What follows belongs to an exercise in optimizing a design on an open flow for small area and a short achievable clock period; a production flow would make more cautious choices. No run shown here included a check of the RTL's function; only the layout flow was run. No activity file was given, so power comes from the tool's default toggle rates.

==> flow/design.v, too long to show whole: its modules and the start of the top module <==
// module fft_power_peak: 1270 lines
// module fpp_fa: 10 lines
module fft_power_peak #(
    parameter  int N          = 8,
    parameter  int DATA_WIDTH = 16,
    localparam int BIN_W      = $clog2(N),
    localparam int PWR_W      = 2 * DATA_WIDTH + 1
) (
    input  logic                         clk,
    input  logic                         rst_n,
    input  logic signed [DATA_WIDTH-1:0] in_real,
    input  logic signed [DATA_WIDTH-1:0] in_imag,
    input  logic                         in_valid,
    input  logic                         clear,
    input  logic        [PWR_W-1:0]      thresh,
    output logic                         peak_over,
    output logic        [PWR_W-1:0]      pwr_out,
    output logic        [BIN_W-1:0]      pwr_bin,
    output logic                         pwr_valid,
    output logic        [PWR_W-1:0]      peak_pwr,
    output logic        [BIN_W-1:0]      peak_bin,
    output logic                         peak_valid,
    output logic        [15:0]           frame_cnt,
    output logic        [1:0]            dbg_state
);
  // ...
==> flow/flow/run.sh <==
#!/bin/bash
# Layout flow: the standard flow (standard synthesis, floorplan, place, CTS, route,
# finish) unchanged, except that the port buffers are the platform's plain buf_1 cell
# instead of the resizer's default pick; repair_design and repair_timing still resize them.
set -euo pipefail
export BUFFER_PORTS_ARGS="-buffer_cell sky130_fd_sc_hd__buf_1"
bash standard.sh finish > standard.log 2>&1
==> flow/standard.sh <==
#!/bin/bash
# synth_recipe.tcl (not shown) runs the flow's synth.tcl, then flattens the netlist and writes it again
# the make line also repeats each setting of config.mk as NAME=value (left out here)
make -C /OpenROAD-flow-scripts/flow DESIGN_CONFIG=/design/flow/config.mk WORK_HOME=/design/flow/orfs CLKGATE_MAP_FILE= SYNTH_SCRIPT=/design/flow/synth_recipe.tcl "${@:-finish}"
==> flow/config.mk <==
export PLATFORM = sky130hd
export DESIGN_NAME = fft_power_peak
export DESIGN_NICKNAME = fft_power_peak
export VERILOG_FILES = /design/flow/design.v
export SDC_FILE = /design/flow/constraint.sdc
export NUM_CORES = 4
export LEC_CHECK = 0
export CAP_MARGIN = 20
export CORE_MARGIN = 2
export CORE_UTILIZATION = 40
export SETUP_SLACK_MARGIN = 4.2
export SLEW_MARGIN = 20
export SYNTH_HIERARCHICAL = 1
export SYNTH_MINIMUM_KEEP_SIZE = 0
==> flow/constraint.sdc <==
create_clock -name core_clock -period 7.5 [get_ports {clk}]
set_input_delay 1.5000 -clock core_clock [delete_from_list [all_inputs] [get_ports {clk}]]
set_output_delay 1.5000 -clock core_clock [all_outputs]
set_load 0.01 [all_outputs]
==> metrics.md, run 1 <==
| Metric | Value |
|---|---|
| Switch share | 0.420 |
| Comb. pwr | 4.08 mW |
| R2R cell count | 12 |
| Mux share of post-synthesis cell area | 0.0269 |
| Clock slew at reported path FFs | 0.06 ns |
| RSZ-0062 raised after global routing | true |
| Global routing's busiest layer | met2 |
| Cell accounting for the most synthesized area | fa_1 |
| Routed Antenna Nets | 0 |
| IO buf count | 159 |
| Largest family of logic cells by synthesized area | adder cells |
| # Post-CTS Setup Buffers | 21 |
| Final setup fails | 0 |
| Utilization after layout | 0.490 |
| Placed cell area | 16200 µm² |
| Root Buffer | clkbuf_16 |
| DP Cell Count | 2024 |
| CP bufs+invs | 1 |
| Worst hold-check path type | reg -> reg |
| Yosys cell types | 66 |
| Slew HR | 0.489 |
| GRT met2 Usage | 0.323 |
| Sequential fraction of the synthesis area | 0.302 |
| Worst Tran Pin Value | 0.767 ns |
| Cell Pwr Density | 390 nW/µm² |
| Synth Area in XOR/XNOR | 0.0254 |
| Total GRT Usage | 0.200 |
| Cell count after synthesis | 1451 |
| Met2 wirelength from detailed routing | 17400 µm |
| Status | finished clean |
| Row count | 70 |
| CTS Buf Count | 23 |
| Avg Inst Size Synth | 10.2 µm² |
| Biggest register | r_cs |
==> inputs of run 2 (changes only) <==
--- a/flow/design.v
+++ b/flow/design.v
@@ -1201,27 +1201,29 @@
     fpp_fa u_fa219 (.a(r_cs[59]), .b(r_cs[60]), .c(r_cs[61]), .s(s219), .co(c219));
     fpp_fa u_fa220 (.a(r_cs[62]), .b(c217), .c(s219), .s(s220), .co(c220));
     fpp_fa u_fa221 (.a(r_cs[63]), .b(r_cs[64]), .c(c219), .s(s221), .co(c221));
     fpp_fa u_fa222 (.a(r_cs[65]), .b(r_cs[66]), .c(r_cs[67]), .s(s222), .co(c222));
     fpp_fa u_fa223 (.a(r_cs[68]), .b(r_cs[69]), .c(r_cs[70]), .s(s223), .co(c223));
     fpp_fa u_fa224 (.a(r_cs[71]), .b(r_cs[72]), .c(r_cs[73]), .s(s224), .co(c224));
     assign ra = {~r_cs[81], ~r_cs[79], ~r_cs[77], ~r_cs[75], ~r_cs[74], ~c223, ~c222, ~c221, ~c220, ~c218, ~c216, ~c214, ~c212, ~c210, ~c208, ~s207, ~c203, ~c201, ~c199, ~c197, ~s196, ~s194, ~c192, ~c191, ~c190, ~r_cs[9], ~r_cs[6], ~r_cs[5], ~r_cs[4], ~r_cs[2], 1'b0, r_cs[0]};
     assign rb = {~r_cs[82], ~r_cs[80], ~r_cs[78], ~r_cs[76], ~c224, ~s224, ~s223, ~s222, ~s221, ~s220, ~s218, ~s216, ~s214, ~s212, ~s210, s208, s205, s203, s201, s199, s197, s195, s193, s192, s191, s190, 1'b0, 1'b0, 1'b0, ~r_cs[3], 1'b0, r_cs[1]};
-    assign w_sum = ra + rb;
+    fpp_cpa u_cpa (.a(ra), .b(rb), .y(w_sum));
     logic [31:0] r_pwr;
     always_ff @(posedge clk) begin
         r_pwr <= w_sum;
     end
     always_ff @(posedge clk or negedge rst_n) begin
         if (!rst_n) pwr_valid <= 1'b0;
         else        pwr_valid <= r_s1_valid & ~clear;
     end
     assign pwr_out = {1'b0, r_pwr};
-    assign pwr_bin = r_bin_cnt - 3'd1 - {2'b0, r_s1_valid};
+    always_ff @(posedge clk) begin
+        pwr_bin <= r_bin_cnt - 3'd1;
+    end
     logic        r_run, r_rep;
     logic [31:0] r_run_pwr;
     logic [2:0]  r_run_bin;
     logic [31:0] r_peak_pwr;
     logic        w_beat, w_bin0, w_bin7, w_gt, w_take, w_report;
     logic [31:0] w_nxt_pwr;
     logic [2:0]  w_nxt_bin;
     assign dbg_state  = {r_rep, r_run};
@@ -1273,8 +1275,11 @@
     input  logic b,
     input  logic c,
     output logic s,
     output logic co
 );
     assign s  = a ^ b ^ c;
     assign co = (a & b) | (c & (a ^ b));
 endmodule
+module fpp_cpa (input logic [31:0] a, input logic [31:0] b, output logic [31:0] y);
+    assign y = a + b;
+endmodule
==> flow/config.mk (replaced) <==
export PLATFORM = sky130hd
export DESIGN_NAME = fft_power_peak
export DESIGN_NICKNAME = fft_power_peak
export VERILOG_FILES = /design/flow/design.v
export SDC_FILE = /design/flow/constraint.sdc
export NUM_CORES = 4
export LEC_CHECK = 0
export CAP_MARGIN = 20
export CORE_MARGIN = 2
export CORE_UTILIZATION = 40
export SETUP_SLACK_MARGIN = 4.4
export SLEW_MARGIN = 20
export SYNTH_HIERARCHICAL = 1
export SYNTH_MINIMUM_KEEP_SIZE = 0
==> metrics.md, run 2 <==
| Metric | Value |
|---|---|
| Die Area | 41300 µm² |
| Routed Antenna Nets | 0 (unchanged) |
| Row count | 73 (+4.3%) |
| First-pass DRT Iterations | 5 |
| Top-level I/O count | 162 |
| Vias per std cell | 5.30 |
| Cell accounting for the most synthesized area | fa_1 |
| Core area | 39500 µm² |
| Mapped Area | 15900 µm² |
| Switch share | 0.454 (+0.0340) |
| Leading cell type in the layout, fill and taps excluded | nand2_1 |
| Clock share of power | 0.130 |
| Final setup fails | 0 (unchanged) |
| Commonest cells in the netlist | 276 x nand2_1, 214 x fa_1, 167 x inv_1 |
| Width of the die | 203 µm |
| Final GP Congestion | 0.944 |
| IO buf count | 159 (unchanged) |
| Combinational power share | 0.666 |
| Final Skew | 0.0289 ns |
| Post-layout min period | 3.40 ns |
| Area growth syn-to-layout | 26.0% |
| HPWL Detailed | 32500 µm |
| WL/cell | 19.5 µm |
| Most frequent cell after synthesis | nand2_1 |
| Reg2Reg Setup Slack | 4.10 ns |
| Sequential fraction of design power | 0.204 |
| Clock Tree Buf Depth | 3 |
| Avg Inst Size Synth | 9.86 µm² (-3.4%) |
| Antenna diodes | 0 |
| Maximum VDD drop | 0.426 mV |
| Critical path start-end classification | reg -> reg |
| Worst Tran Pin Value | 0.806 ns (+0.0385 ns) |
| Final period utilization | 0.454 |
| Final Slew Violations | 0 |
| Setup crit start kind | register |
| Post-CTS Hold Buffers | 0 |
| Yosys cell types | 80 (+21%) |
| Slew HR | 0.463 (-0.0257) |
| Initial antenna violation count | 0 |
| Grt ovf | 0 |
| Synth async-reset ratio | 0.278 |
| Worst EP arrival | 3.79 ns |
| Post-route DRC | 0 |
| Post-synth EDFFs | 0 |
| Status | finished clean |
| Root Buffer | clkbuf_16 |
| Via count | 12600 |
| Starting DRT DRC Count | 934 |
| Clk sinks | 212 |
| Layout net count | 2192 |
| Synth top area cells | fa_1 27%, dfxtp_1 19%, dfrtp_1 9.3% |
| First-pass GRT wire length | 71900 µm |
| Biggest register | r_cs |
| Critical path data required time | 7.89 ns |
| RSZ-0062 raised after global routing | true |
| CTS Buf Count | 25 (+8.7%) |
| R2r endpoint | r_pwr[28] |
| Total GRT Usage | 0.221 (+0.0208) |
| Critical path startpoint | r_cs[32] |
| Hold-critical path depth | 1 |
| FILL cells | 3532 |
| R2R cell count | 12 (unchanged) |
| Area share of the largest cell type after synthesis | 0.270 |
| Sequential fraction of the synthesis area | 0.286 (-0.0169) |
| Clock slew at reported path FFs | 0.06 ns (about the same) |
| Max reg flops | 83 |
| Largest net degree at the start of global routing | 60 |
| Worst hold-check path type | reg -> reg |
| Synth warn | 7 |
| Switch Pwr | 4.25 mW |
| Final WS setup | 4.10 ns |
| Initial Utilization | 0.403 |
| Post-synth top flop | dfxtp_1 |
| P_leak | 8.41 nW |
| Final hold vios | 0 |
| Commonest cells after routing, fill and taps aside | 227 x nand2_1, 153 x inv_1, 152 x dfxtp_1 |
| Post-Route WL | 46400 µm |
| Max Clk Rate | 294 MHz |
| Worst skew pair latency | 0.54 ns |
| Die H | 203 µm |
| Cell Int Power | 5.12 mW |
| Critical Path Sink Type | register |
| Cell Pwr Density | 468 nW/µm² (+20%) |
| #FFs+latches synth | 212 |
| Setup slack after placement | 2.84 ns |
| Layout cell share with drive strength beyond 1 | 0.267 |
| CTS tree | built |
| Cell count after synthesis | 1612 (+11%) |
| CP max FO | 3 |
| Hold EP | pwr_bin[0] |
| Reg2reg start | r_cs[32] |
| Vias in the first global route | 13000 |
| Worst hold start | r_bin_cnt[0] |
| Max cap viols | 0 |
| Setup TNS | 0 ns |
| H-tree levels | 1 |
## run 2: changes by cell type in the layout (fill, tap and decap cells not counted), moves of 35 or more
cell,delta
a211oi_1,+45
a21oi_1,+61
fa_1,-35
fa_2,+36
nor2_1,+39
## run 2: worst max-delay path by stage
| stage | end | slack, ns | depth (start not counted) |
|---|---|---|---|
| 2_1_floorplan | r_cs[64] | 3.82 | 7 |
| 3_3_place_gp | r_peak_pwr[7] | 2.91 | 8 |
| 3_5_place_dp | r_peak_pwr[7] | 2.84 | 8 |
| 4_1_cts | r_cs[54] | 4.15 | 9 |
| 5_1_grt | r_pwr[28] | 4.05 | 12 |
| 6_report | r_pwr[28] | 4.10 | 12 |
## run 2: metal layers
metal	up-vias	global-route usage	share of wire
met2	514	0.364	0.46
met1	6228	0.300	0.44
met4	0	0.0722	0.034
met3	106	0.0328	0.068
li1	5734	-	-
met5	-	0	0
## run 2: final cells by class
type                       instances  area, µm²  share of cell area
tap                              525        657              0.0328
clock buffer                      39        802              0.0401
timing repair buffer             258       1940              0.0971
multi-input combinational       1165      11400               0.568
clock inverter                     7       46.3             0.00231
sequential                       212       4540               0.227
inverter                         167        658              0.0329
## run 2: kinds of logic after synthesis
group | share of synthesized area
flops | 0.286
other cells | 0.000236
mux | 0.0282
buf+inv | 0.0619
xor+xnor | 0.0248
simple gates | 0.134
fa+ha+maj | 0.338
compound gates | 0.127
## run 2: repair_timing
action / 4_1_cts / 5_1_grt
gates cloned: 8 / 0
pin swaps: 68 / 55
hold endpoints to repair: 0 / 0
setup buffers: 51 / 23
setup endpoints to repair: 151 / 75
resized for setup: 284 / 75
## run 2: stage by stage
step	hold WS (ns)	cells	power, mW	utilization	cell area, µm²
final	0.460	2373	9.37	0.507	20000
after global placement	0.437	2245	6.76	0.442	17500
after detailed placement	0.448	2245	6.83	0.442	17500
after CTS	0.459	2350	8.48	0.496	19600
after floorplan	0.420	1620	5.61	-	16900
after global routing	0.478	2373	10.1	0.507	20000
## run 2: per-module statistics from Yosys (local to each module, per instance)
module / flops+latches / area (µm²) / cells / copies in the design
fft_power_peak: 212 / 9770 / 1128 / 1
fpp_fa: 0 / 20.0 / 1 / 213
fpp_cpa: 0 / 1860 / 271 / 1
## run 2: critical path, stage by stage, from the launching register on
cell      delay, ns
dfxtp_2        0.32
fa_2           0.39
fa_2           0.37
fa_1           0.50
inv_2          0.05
ha_4           0.27
nand4_1        0.15
nor3_2         0.32
nand2_1        0.10
o22a_2         0.29
a31oi_4        0.18
mux2i_1        0.20
o211ai_1       0.13
## run 2: power groups by stage
stage               Combinational [mW]  Clock [mW]  Sequential, mW
floorplan                         3.75           0            1.86
global placement                  4.84           0            1.92
detailed placement                4.90           0            1.93
CTS                               5.32        1.25            1.91
global route                      6.85        1.30            1.96
finish                            6.24        1.22            1.91
==> inputs of run 3 (changes only) <==
--- a/flow/config.mk
+++ b/flow/config.mk
@@ -10,3 +10,3 @@
 export CORE_UTILIZATION = 40
-export SETUP_SLACK_MARGIN = 4.4
+export SETUP_SLACK_MARGIN = 4.2
 export SLEW_MARGIN = 20
==> metrics.md, run 3 <==
| Metric | Value |
|---|---|
| Max Clk Rate | 295 MHz (+0.25%) |
| Cell count after synthesis | 1612 (unchanged) |
| P_leak | 7.94 nW (-5.6%) |
| Wire length on met3 | 2780 µm (-12%) |
| Top layer in use | met4 |
| Commonest cells after routing, fill and taps aside | 249 x nand2_1, 157 x inv_1, 152 x dfxtp_1 |
| Max reg flops | 83 (unchanged) |
| Clock slew at reported path FFs | 0.06 ns (about the same) |
| Reg2Reg Setup Slack | 4.11 ns (about the same) |
| Worst skew pair latency | 0.52 ns (-0.02 ns) |
| CP max FO | 4 (+1) |
| Width of the die | 203 µm (unchanged) |
| Antenna diodes | 0 (unchanged) |
| Setup TNS | 0 ns (unchanged) |
| Final GP Congestion | 0.907 (-3.9%) |
| Clk sinks | 212 (unchanged) |
| R2r endpoint | r_pwr[28] |
| CTS tree | built |
| Switch Pwr | 3.91 mW (-8.1%) |
| Biggest register | r_cs |
| Worst hold-check path type | reg -> reg |
| Total GRT Usage | 0.209 (-0.0119) |
| H-tree levels | 1 (unchanged) |
| Final hold vios | 0 (unchanged) |
| Max cap viols | 0 (unchanged) |
| Critical path start-end classification | reg -> reg |
| Final Skew | 0.0129 ns (-0.0160 ns) |
| HPWL Detailed | 32000 µm (-1.5%) |
| Die Area | 41300 µm² (unchanged) |
| Leading cell type in the layout, fill and taps excluded | nand2_1 |
| Post-synth top flop | dfxtp_1 |
| First-pass DRT Iterations | 6 (+1) |
| Vias per std cell | 5.26 (-0.78%) |
| Post-route DRC | 0 (unchanged) |
| Maximum VDD drop | 0.265 mV (-38%) |
| Grt ovf | 0 (unchanged) |
| Worst Setup EP | r_pwr[28] |
| Hold-critical path depth | 1 (unchanged) |
| R2R cell count | 12 (unchanged) |
| Critical path startpoint | r_cs[34] |
| Final setup fails | 0 (unchanged) |
| Layout net count | 2140 (-2.4%) |
| Root Buffer | clkbuf_16 |
| Yosys cell types | 80 (unchanged) |
| Via count | 12200 (-3.0%) |
| Post-layout min period | 3.39 ns (-0.00863 ns) |
| Synth top area cells | fa_1 27%, dfxtp_1 19%, dfrtp_1 9.3% |
| Final Slew Violations | 0 (unchanged) |
| Vias in the first global route | 12600 (-2.7%) |
| Core area | 39500 µm² (unchanged) |
| IO buf count | 159 (unchanged) |
| #FFs+latches synth | 212 (unchanged) |
| Most frequent cell after synthesis | nand2_1 |
| CTS Buf Count | 24 (-4.0%) |
| Largest net degree at the start of global routing | 69 (+15%) |
| Synth async-reset ratio | 0.278 (unchanged) |
| Utilization after layout | 0.479 (-0.0288) |
| Worst Tran Pin Value | 0.786 ns (-0.0200 ns) |
| Initial Utilization | 0.403 (unchanged) |
| Starting DRT DRC Count | 852 (-8.8%) |
| Final period utilization | 0.453 (-0.00115) |
| Sequential fraction of the synthesis area | 0.286 (unchanged) |
| WL/cell | 18.8 µm (-3.9%) |
| Mapped Area | 15900 µm² (unchanged) |
| Clock Tree Buf Depth | 3 (unchanged) |
| Clock share of power | 0.138 (+0.008) |
| Post-Route WL | 43500 µm (-6.1%) |
| Die H | 203 µm (unchanged) |
| Area share of the largest cell type after synthesis | 0.270 (unchanged) |
| Avg Inst Size Synth | 9.86 µm² (unchanged) |
| Cell Int Power | 4.54 mW (-11%) |
| Layout cell share with drive strength beyond 1 | 0.194 (-0.0733) |
| Setup crit start kind | register |
| Status | finished clean |
| Cell accounting for the most synthesized area | fa_1 |
| Top-level I/O count | 162 (unchanged) |
| Post-synth EDFFs | 0 (unchanged) |
| Area growth syn-to-layout | 18.8% |
| Routed Antenna Nets | 0 (unchanged) |
| RSZ-0062 raised after global routing | true |
| Row count | 73 (unchanged) |
| Sequential fraction of design power | 0.225 (+0.021) |
| Worst EP arrival | 3.77 ns (-0.02 ns) |
| Synth warn | 7 (unchanged) |
| Wl on met1 | 19200 µm (-4.7%) |
| FILL cells | 3728 (+5.5%) |
| Switch share | 0.463 (+0.00891) |
| Combinational power share | 0.637 (-0.029) |
| Met2 wirelength from detailed routing | 20000 µm (-6.7%) |
| Initial antenna violation count | 0 (unchanged) |
| Critical path data required time | 7.88 ns (about the same) |
| Critical Path Sink Type | register |
| Reg2reg start | r_cs[34] |
| First-pass GRT wire length | 68000 µm (-5.3%) |
| Cell Pwr Density | 448 nW/µm² (-4.4%) |
| Slew HR | 0.476 (+0.0133) |
| Commonest cells in the netlist | 276 x nand2_1, 214 x fa_1, 167 x inv_1 |
[run 3: critical path, cell delays in order, from the launching register on]
cell,delay [ns]
dfxtp_2,0.32
fa_2,0.40
fa_2,0.40
fa_1,0.50
inv_2,0.05
ha_4,0.28
a21oi_2,0.08
o21ai_0,0.29
a21oi_2,0.07
o31a_1,0.30
a31oi_4,0.20
mux2i_1,0.21
o211ai_1,0.13
[run 3: layer usage]
layer / vias up / track usage
met5: - / 0
met4: 0 / 0.0769
met3: 90 / 0.0256
met2: 450 / 0.346
met1: 6029 / 0.283
li1: 5631 / -
[run 3: worst min path at each step]
| stage | startpoint | end | slack [ns] |
|---|---|---|---|
| floorplan | r_cs[1] | r_pwr[0] | 0.42 |
| global placement | r_bin_cnt[0] | pwr_bin[0] | 0.44 |
| global route | r_bin_cnt[0] | pwr_bin[0] | 0.48 |
| detailed placement | r_bin_cnt[0] | pwr_bin[0] | 0.45 |
| CTS | r_bin_cnt[0] | pwr_bin[0] | 0.46 |
| finish | r_bin_cnt[0] | pwr_bin[0] | 0.46 |
[run 3: logic make-up (layout without fill, tap and decap cells)]
group,count (synthesis),after routing,synth area share
compound gates,277,277,0.127
buf+inv,243,417,0.0619
flops,212,212,0.286
fa+ha+maj,303,303,0.338
mux,36,36,0.0282
simple gates,495,495,0.134
other cells,1,9,0.000236
xor+xnor,45,45,0.0248
[run 3: layout make-up]
class | instances | area, µm² | share of cell area
clock inverters | 5 | 56.3 | 0.00298
inverters | 167 | 641 | 0.0339
multi-input cells | 1165 | 11000 | 0.581
flip-flops and latches | 212 | 4540 | 0.240
well taps | 525 | 657 | 0.0348
repair buffers | 207 | 1290 | 0.0682
clock buffers | 38 | 736 | 0.0390
[run 3: power groups by stage]
stage	Clock, mW	Sequential, mW	Combinational [mW]
2_1_floorplan	0	1.86	3.69
3_3_place_gp	0	1.91	4.85
3_5_place_dp	0	1.92	4.89
4_1_cts	1.20	1.90	5.18
5_1_grt	1.24	1.95	5.94
6_report	1.16	1.90	5.38
[run 3: metrics by stage]
stage / setup slack (ns) / total power [mW] / hold WS, ns / cell area [µm²] / std cells
after detailed placement: 2.56 / 6.81 / 0.446 / 17300 / 2240
final: 4.11 / 8.45 / 0.456 / 18900 / 2319
after CTS: 4.09 / 8.28 / 0.455 / 18700 / 2312
after floorplan: 3.82 / 5.55 / 0.420 / 16700 / 1620
after global placement: 2.63 / 6.76 / 0.442 / 17300 / 2240
after global routing: 4.07 / 9.13 / 0.481 / 18900 / 2319
[run 3: timing repair]
| item | 4_1_cts | 5_1_grt |
|---|---|---|
| hold buffers | 0 | 0 |
| cloned | 2 | 0 |
| buffers inserted | 27 | 7 |
| pin swaps | 36 | 24 |
| endpoints found under the setup margin | 113 | 77 |
| gates resized for setup | 199 | 37 |
[run 3: per-module statistics from Yosys, one instance, submodules excluded]
| module | area (µm²) | copies in the design | flip-flops and latches | cells |
|---|---|---|---|---|
| fft_power_peak | 9770 | 1 | 212 | 1128 |
| fpp_cpa | 1860 | 1 | 0 | 271 |
| fpp_fa | 20.0 | 213 | 0 | 1 |

-- what the ideal ports hide --
In the flow no input, the clock included, has a driving cell. The finished layouts below were timed again as built, in two steps.
Step 1 (the two cells are an assumption about what drives the block):
set clk [get_ports {clk}]
set_driving_cell -lib_cell sky130_fd_sc_hd__clkbuf_16 $clk
set_driving_cell -lib_cell sky130_fd_sc_hd__buf_2 [delete_from_list [all_inputs] $clk]
Step 2 moves the port delays by t, midway between the first and last clock arrival at a register: inputs arrive t later, outputs are due t later. That takes back most of the time a late clock gives input paths.
a / b / c = ideal / step 1 / step 2; a / b = the first two.
run	shift t [ns]	setup slack, ns	clock arrival spread, ns	slew at the worst register clock pin (ns)
run 1	0.548	4.081 / 4.081 / 3.535	0.013 / 0.013	0.06 / 0.06
run 2	0.570	4.096 / 4.096 / 3.551	0.030 / 0.030	0.07 / 0.07
run 3	0.568	4.105 / 4.105 / 3.562	0.020 / 0.020	0.06 / 0.06
After both steps every run listed still meets setup and hold. The setup slack of run 1, which loses most, moves by 0.000 ns with the drivers and by -0.546 ns with both steps.
